From an optimization exercise on the open Yosys and OpenROAD flow, aimed at a short achievable clock period and few clock cycles per item; shortcuts taken in it are not production practice. Function was checked by simulation only, so behaviour that the tests miss may differ from the original. Power and IR drop assume default switching activity.

==> inputs of run a <==
// lc4_top
module lc4_top (
    input  logic        clk,
    input  logic        rst_n,
    output logic [15:0] o_pc,
    input  logic [15:0] i_insn_a,
    input  logic [15:0] i_insn_b,
    output logic [15:0] o_dmem_addr,
    output logic        o_dmem_we,
    output logic [15:0] o_dmem_wdata,
    input  logic [15:0] i_dmem_rdata,
    output logic        o_ret_a_valid,
    output logic [15:0] o_ret_a_pc,
    output logic [15:0] o_ret_a_insn,
    output logic        o_ret_a_rf_we,
    output logic [2:0]  o_ret_a_wsel,
    output logic [15:0] o_ret_a_wdata,
    output logic        o_ret_a_dmem_we,
    output logic [15:0] o_ret_a_dmem_addr,
    output logic [15:0] o_ret_a_dmem_data,
    output logic        o_ret_b_valid,
    output logic [15:0] o_ret_b_pc,
    output logic [15:0] o_ret_b_insn,
    output logic        o_ret_b_rf_we,
    output logic [2:0]  o_ret_b_wsel,
    output logic [15:0] o_ret_b_wdata,
    output logic        o_ret_b_dmem_we,
    output logic [15:0] o_ret_b_dmem_addr,
    output logic [15:0] o_ret_b_dmem_data
);
export LEC_CHECK = 0
export CAP_MARGIN = 20
export CORE_MARGIN = 2
export CORE_UTILIZATION = 30
export SETUP_SLACK_MARGIN = 5
export SLEW_MARGIN = 20
export TNS_END_PERCENT = 20
create_clock -name core_clock -period 8.0 [get_ports {clk}]
run.sh (not shown) runs the stock make flow with config.mk's settings and CLKGATE_MAP_FILE= SYNTH_SCRIPT=/design/flow/synth_recipe.tcl, a recipe that flattens the netlist after the stock synthesis.
==> run b: changes against run a <==
--- a/flow/design.v
+++ b/flow/design.v
@@ -274,21 +274,19 @@
     logic        m_ld  [NS];
     logic        m_st  [NS];
     logic [2:0]  m_rd  [NS];
     logic [15:0] m_insn[NS];
     logic [15:0] m_res [NS];   
-    logic [15:0] m_resn[NS];   
+    logic [15:0] m_res1[NS];   
+    logic [15:0] m_res2[NS];   
     logic [15:0] m_resa[NS];   
+    logic [15:0] m_resn[NS];   
     logic [15:0] m_rsl [NS];   
-    logic [15:0] dm_addr;    
-    logic [15:0] dm_addr_r;  
-    logic [15:0] dm_wdata_r;
+    logic [15:0] dm_addr;
     logic        dm_we;
     logic [15:0] dm_wdata;
-    logic [RK-1:0] r_v;      
-    logic [RK-1:0] r_vn;     
-    logic [RK-1:0] r_vi;     
+    logic [RK-1:0] r_v;
     logic [15:0] r_insn [RK];
     logic        r_we   [RK];
     logic [2:0]  r_rd   [RK];
     logic [15:0] r_wdata[RK];
     logic        r_st   [RK];
@@ -552,13 +550,13 @@
         lc4_execute ex_i (
             .i_cap_a(x_cap_a[s]), .i_cap_b(x_cap_b[s]),
             .i_sel_a(x_sel_a[s]), .i_seln_a(x_seln_a[s]), .i_sel_b(x_sel_b[s]),
             .i_selx_a(x_selx_a[s]), .i_selnx_a(x_selnx_a[s]), .i_selx_b(x_selx_b[s]),
             .i_arithx(x_arithx[s]), .i_pkx(x_pkx[s]), .i_andx(x_andx[s]), .i_subx(x_subx[s]),
-            .i_ma(s < 2 ? m_res[0] : ~m_resn[0]),
-            .i_mb(s < 2 ? m_res[1] : ~m_resn[1]),
-            .i_mc(s < 2 ? m_res[2] : ~m_resn[2]),
+            .i_ma(s == 0 ? m_res[0] : s == 1 ? m_res1[0] : m_res2[0]),
+            .i_mb(s == 0 ? m_res[1] : s == 1 ? m_res1[1] : m_res2[1]),
+            .i_mc(s == 0 ? m_res[2] : s == 1 ? m_res1[2] : m_res2[2]),
             .i_ma_n(m_resn[0]), .i_mb_n(m_resn[1]), .i_mc_n(m_resn[2]), .i_rdata(i_dmem_rdata),
             .i_arith(x_arith[s]), .i_pk(x_pk[s]), .i_and(x_and[s]), .i_sub(x_sub[s]),
             .o_result(x_result[s])
         );
     end
@@ -590,18 +588,18 @@
     always_ff @(posedge clk) begin
         for (int s = 0; s < NS; s++) begin
             m_rd[s]   <= x_rd[s];
             m_insn[s] <= x_insn[s];
             m_res[s]  <= x_result[s];
+            m_res1[s] <= x_result[s] & {16{x_w[s]}};
+            m_res2[s] <= x_result[s] | {16{~x_w[s]}};
             m_resa[s] <= x_result[s] & {16{x_w[s] && !x_ld[s]}};
             m_resn[s] <= ~x_result[s];
             m_rsl[s]  <= x_result[s] | {16{!x_w[s] || x_ld[s]}};
         end
-        dm_addr    <= x_agu;
-        dm_wdata   <= x_sdata;
-        dm_addr_r  <= x_agu & {16{x_ld[0] || x_ld[1] || x_ld[2] || x_st[0] || x_st[1] || x_st[2]}};
-        dm_wdata_r <= x_sdata & {16{x_st[0] || x_st[1] || x_st[2]}};
+        dm_addr  <= x_agu;
+        dm_wdata <= x_sdata;
     end
     assign o_dmem_addr  = dm_addr;
     assign o_dmem_we    = dm_we;
     assign o_dmem_wdata = dm_wdata;
     always_ff @(posedge clk or negedge rst_n) begin
@@ -618,40 +616,34 @@
     logic [15:0]   n_wdata [NS];
     logic [15:0]   n_ddata [NS];
     logic [RK-1:0] r_v_nxt;
     logic          r_sel_old [RK];
     logic [NS-1:0] r_sel_m   [RK];
-    assign r_vi = ~r_vn;
     for (genvar s = 0; s < NS; s++) begin : g_rin
         assign n_wdata[s] = m_ld[s] ? i_dmem_rdata : m_rsl[s];
-        assign n_ddata[s] = m_ld[s] ? i_dmem_rdata : dm_wdata_r;
+        assign n_ddata[s] = m_ld[s] ? i_dmem_rdata : dm_wdata;
     end
     function automatic logic rqv(input logic [RK-1:0] v, input int j);
         if (j < 0)        rqv = 1'b1;
         else if (j >= RK) rqv = 1'b0;
         else              rqv = v[(j >= 0 && j < RK) ? j : 0];
     endfunction
     always_comb begin
         for (int i = 0; i < RK; i++) begin
-            r_sel_old[i] = r_vi[1] && rqv(r_vi, i + 2);
-            r_v_nxt[i]   = r_vi[1] ? rqv(r_vi, i + 2) : 1'b0;
+            r_sel_old[i] = r_v[1] && rqv(r_v, i + 2);
+            r_v_nxt[i]   = r_v[1] ? rqv(r_v, i + 2) : 1'b0;
             for (int s = 0; s < NS; s++) begin
-                r_sel_m[i][s] = r_vi[1] ? (!rqv(r_vi, i + 2) && rqv(r_vi, i + 1 - s) && !rqv(r_vi, i + 2 - s))
+                r_sel_m[i][s] = r_v[1] ? (!rqv(r_v, i + 2) && rqv(r_v, i + 1 - s) && !rqv(r_v, i + 2 - s))
                                        : (i == s);
-                if (r_vi[1]) r_v_nxt[i] = r_v_nxt[i] || (m_v[s] && rqv(r_vi, i + 1 - s));
+                if (r_v[1]) r_v_nxt[i] = r_v_nxt[i] || (m_v[s] && rqv(r_v, i + 1 - s));
                 else if (i == s) r_v_nxt[i] = r_v_nxt[i] || m_v[s];
             end
         end
     end
     always_ff @(posedge clk or negedge rst_n) begin
-        if (!rst_n) begin
-            r_v  <= '0;
-            r_vn <= '1;
-        end else begin
-            r_v  <= r_v_nxt;
-            r_vn <= ~r_v_nxt;
-        end
+        if (!rst_n) r_v <= '0;
+        else        r_v <= r_v_nxt;
     end
     always_ff @(posedge clk) begin
         for (int i = 0; i < RK; i++) begin
             r_insn[i]  <= {16{r_sel_old[i]}} & r_insn[(i + 2 < RK) ? i + 2 : 0];
             r_we[i]    <= r_sel_old[i] & r_we[(i + 2 < RK) ? i + 2 : 0];
@@ -665,11 +657,11 @@
                     r_insn[i]  <= m_insn[s];
                     r_we[i]    <= m_w[s];
                     r_rd[i]    <= m_rd[s];
                     r_wdata[i] <= n_wdata[s];
                     r_st[i]    <= m_st[s];
-                    r_daddr[i] <= dm_addr_r;
+                    r_daddr[i] <= dm_addr;
                     r_ddata[i] <= n_ddata[s];
                 end
             end
         end
     end
@@ -694,14 +686,14 @@
     logic [15:0] ret_pc_a, ret_pc_b;
     always_ff @(posedge clk or negedge rst_n) begin
         if (!rst_n) begin
             ret_pc_a <= lc4_pkg::RESET_PC;
             ret_pc_b <= lc4_pkg::RESET_PC + 16'd1;
-        end else if (r_vi[1]) begin
+        end else if (r_v[1]) begin
             ret_pc_a <= ret_pc_a + 16'd2;
             ret_pc_b <= ret_pc_b + 16'd2;
-        end else if (r_vi[0]) begin
+        end else if (r_v[0]) begin
             ret_pc_a <= ret_pc_a + 16'd1;
             ret_pc_b <= ret_pc_b + 16'd1;
         end
     end
     assign o_ret_a_valid     = r_v[0];
==> flow/flow/run.sh (new file) <==
#!/bin/bash
# Layout: the standard flow (standard.sh) with one change: the gate
# sizing in ORFS's repair steps may swap a cell for one of another footprint
# (MATCH_CELL_FOOTPRINT=0), so that drivers such as flip-flops can be
# upsized. Everything else (synthesis, floorplan, power grid, placement,
# clock tree, routing) is the standard flow's. The make output goes to
# flow_make.log here; ORFS's per-step logs stay under orfs/logs.
set -euo pipefail
sed 's/^make -C /make MATCH_CELL_FOOTPRINT=0 -C /' standard.sh > standard_free.sh
grep -q 'MATCH_CELL_FOOTPRINT=0' standard_free.sh
bash standard_free.sh > flow_make.log 2>&1
==> flow/standard.sh (new file) <==
#!/bin/bash
# synth_recipe.tcl (not shown) runs the flow's synth.tcl, then flattens the netlist and writes it again
# the make line also repeats each setting of config.mk as NAME=value (left out here)
make -C /OpenROAD-flow-scripts/flow DESIGN_CONFIG=/design/flow/config.mk WORK_HOME=/design/flow/orfs CLKGATE_MAP_FILE= SYNTH_SCRIPT=/design/flow/synth_recipe.tcl "${@:-finish}"
Settings changed: CORE_UTILIZATION 30 to 35, TNS_END_PERCENT 20 to 100.
removed: flow/run.sh
==> run c: changes against run a <==
Settings changed: TNS_END_PERCENT 20 to 5.
==> summary of the runs <==
Clock power: run b is smaller than run c (2.9%).
In sequential cell count, run a and run c do not differ.
Between run b and run a, the lower clock skew is in run b (gap 89 ps).
The highest utilization belongs to run b, the lowest to run c.
Against run c, the non-clock buffer count of run b is higher by 121.
Wire length: run b > run a > run c.
In die area, run a and run c do not differ.
Against run b, the combinational power of run a is lower by about 3%.
Against run a, the synthesized cell count of run b is higher by about 0.6%.
==> figures <==
Cell Rows: run b 181; run c 195; run a 195
Final Core Density: run b 0.431; run c 0.366; run a 0.366
Slowest stage cell on the critical path: run b or4b_4; run c nand2_1; run a or3_4
Multi-input combinational cell count: run b 7557; run c 7586; run a 7587
Antenna fix cells: run b 27; run c 32; run a 22
Total core area: run b 244000 sq um; run c 283000 sq um; run a 283000 sq um
Detail Route met3 WL: run b 63700 um; run c 57500 um; run a 59000 um
Status: run b complete, no violations; run c complete, no violations; run a complete, no violations
Required time of the critical path: run b 8710 ps; run c 8780 ps; run a 8830 ps
Stages on worst setup path: run b 15; run c 6; run a 11
Inserted tap cell count: run b 3202; run c 3743; run a 3743
Lkg Pwr: run b 42.2 nW; run c 40.8 nW; run a 40.9 nW
Switching part of the total: run b 0.509; run c 0.513; run a 0.518
Cell area after synthesis: run b 86000 sq um; run c 85300 sq um; run a 85300 sq um
Number of buffers added for setup after CTS: run b 302; run c 169; run a 193
Clock buf count: run b 249; run c 237; run a 229
Power Clock: run b 0.00877 W; run c 0.00903 W; run a 0.00855 W
Multi-input combinational area share: run b 0.474; run c 0.486; run a 0.489
Met2 wire length: run b 201000 um; run c 193000 um; run a 197000 um
End of the critical path: run b core_i.m_resa[0][13]$_DFF_P_; run c core_i.r_wdata[1][1]$_DFF_P_; run a core_i.m_resn[1][13]$_DFF_P_
Testbench counts of run a, summed over its fixed seeds: cycles 5,329, insns 9,600.
Testbench counts of run b, summed over its fixed seeds: cycles 5,329, insns 9,600.
Testbench counts of run c, summed over its fixed seeds: cycles 5,329, insns 9,600.

## what the ideal ports hide
In the flow no input, the clock included, has a driving cell. The finished layouts below were timed again as built, in two steps.
Step 1 sets driving cells, clkbuf_16 on the clock port and buf_2 on the other inputs (assumed; they add their load-dependent delay and slew).
Step 2, shift: input delay + t, output delay - t, t = (earliest + latest rising clock arrival at the registers) / 2. This alone moves slack from input paths to output paths.
Slacks: ideal ports / drivers / drivers and shift; pairs: ideal ports / drivers.
run	t (ns)	slack for setup (ns)	worst register clock-pin slew, ns
run a	0.976	4.632 / 4.637 / 3.706	0.09 / 0.09
run b	0.970	4.224 / 4.269 / 3.299	0.07 / 0.07
run c	0.963	4.468 / 4.468 / 3.607	0.07 / 0.07
After both steps setup and hold are still met in every run listed. The setup slack of run a, which loses most, moves by +0.005 ns with the drivers and by -0.926 ns with both steps.
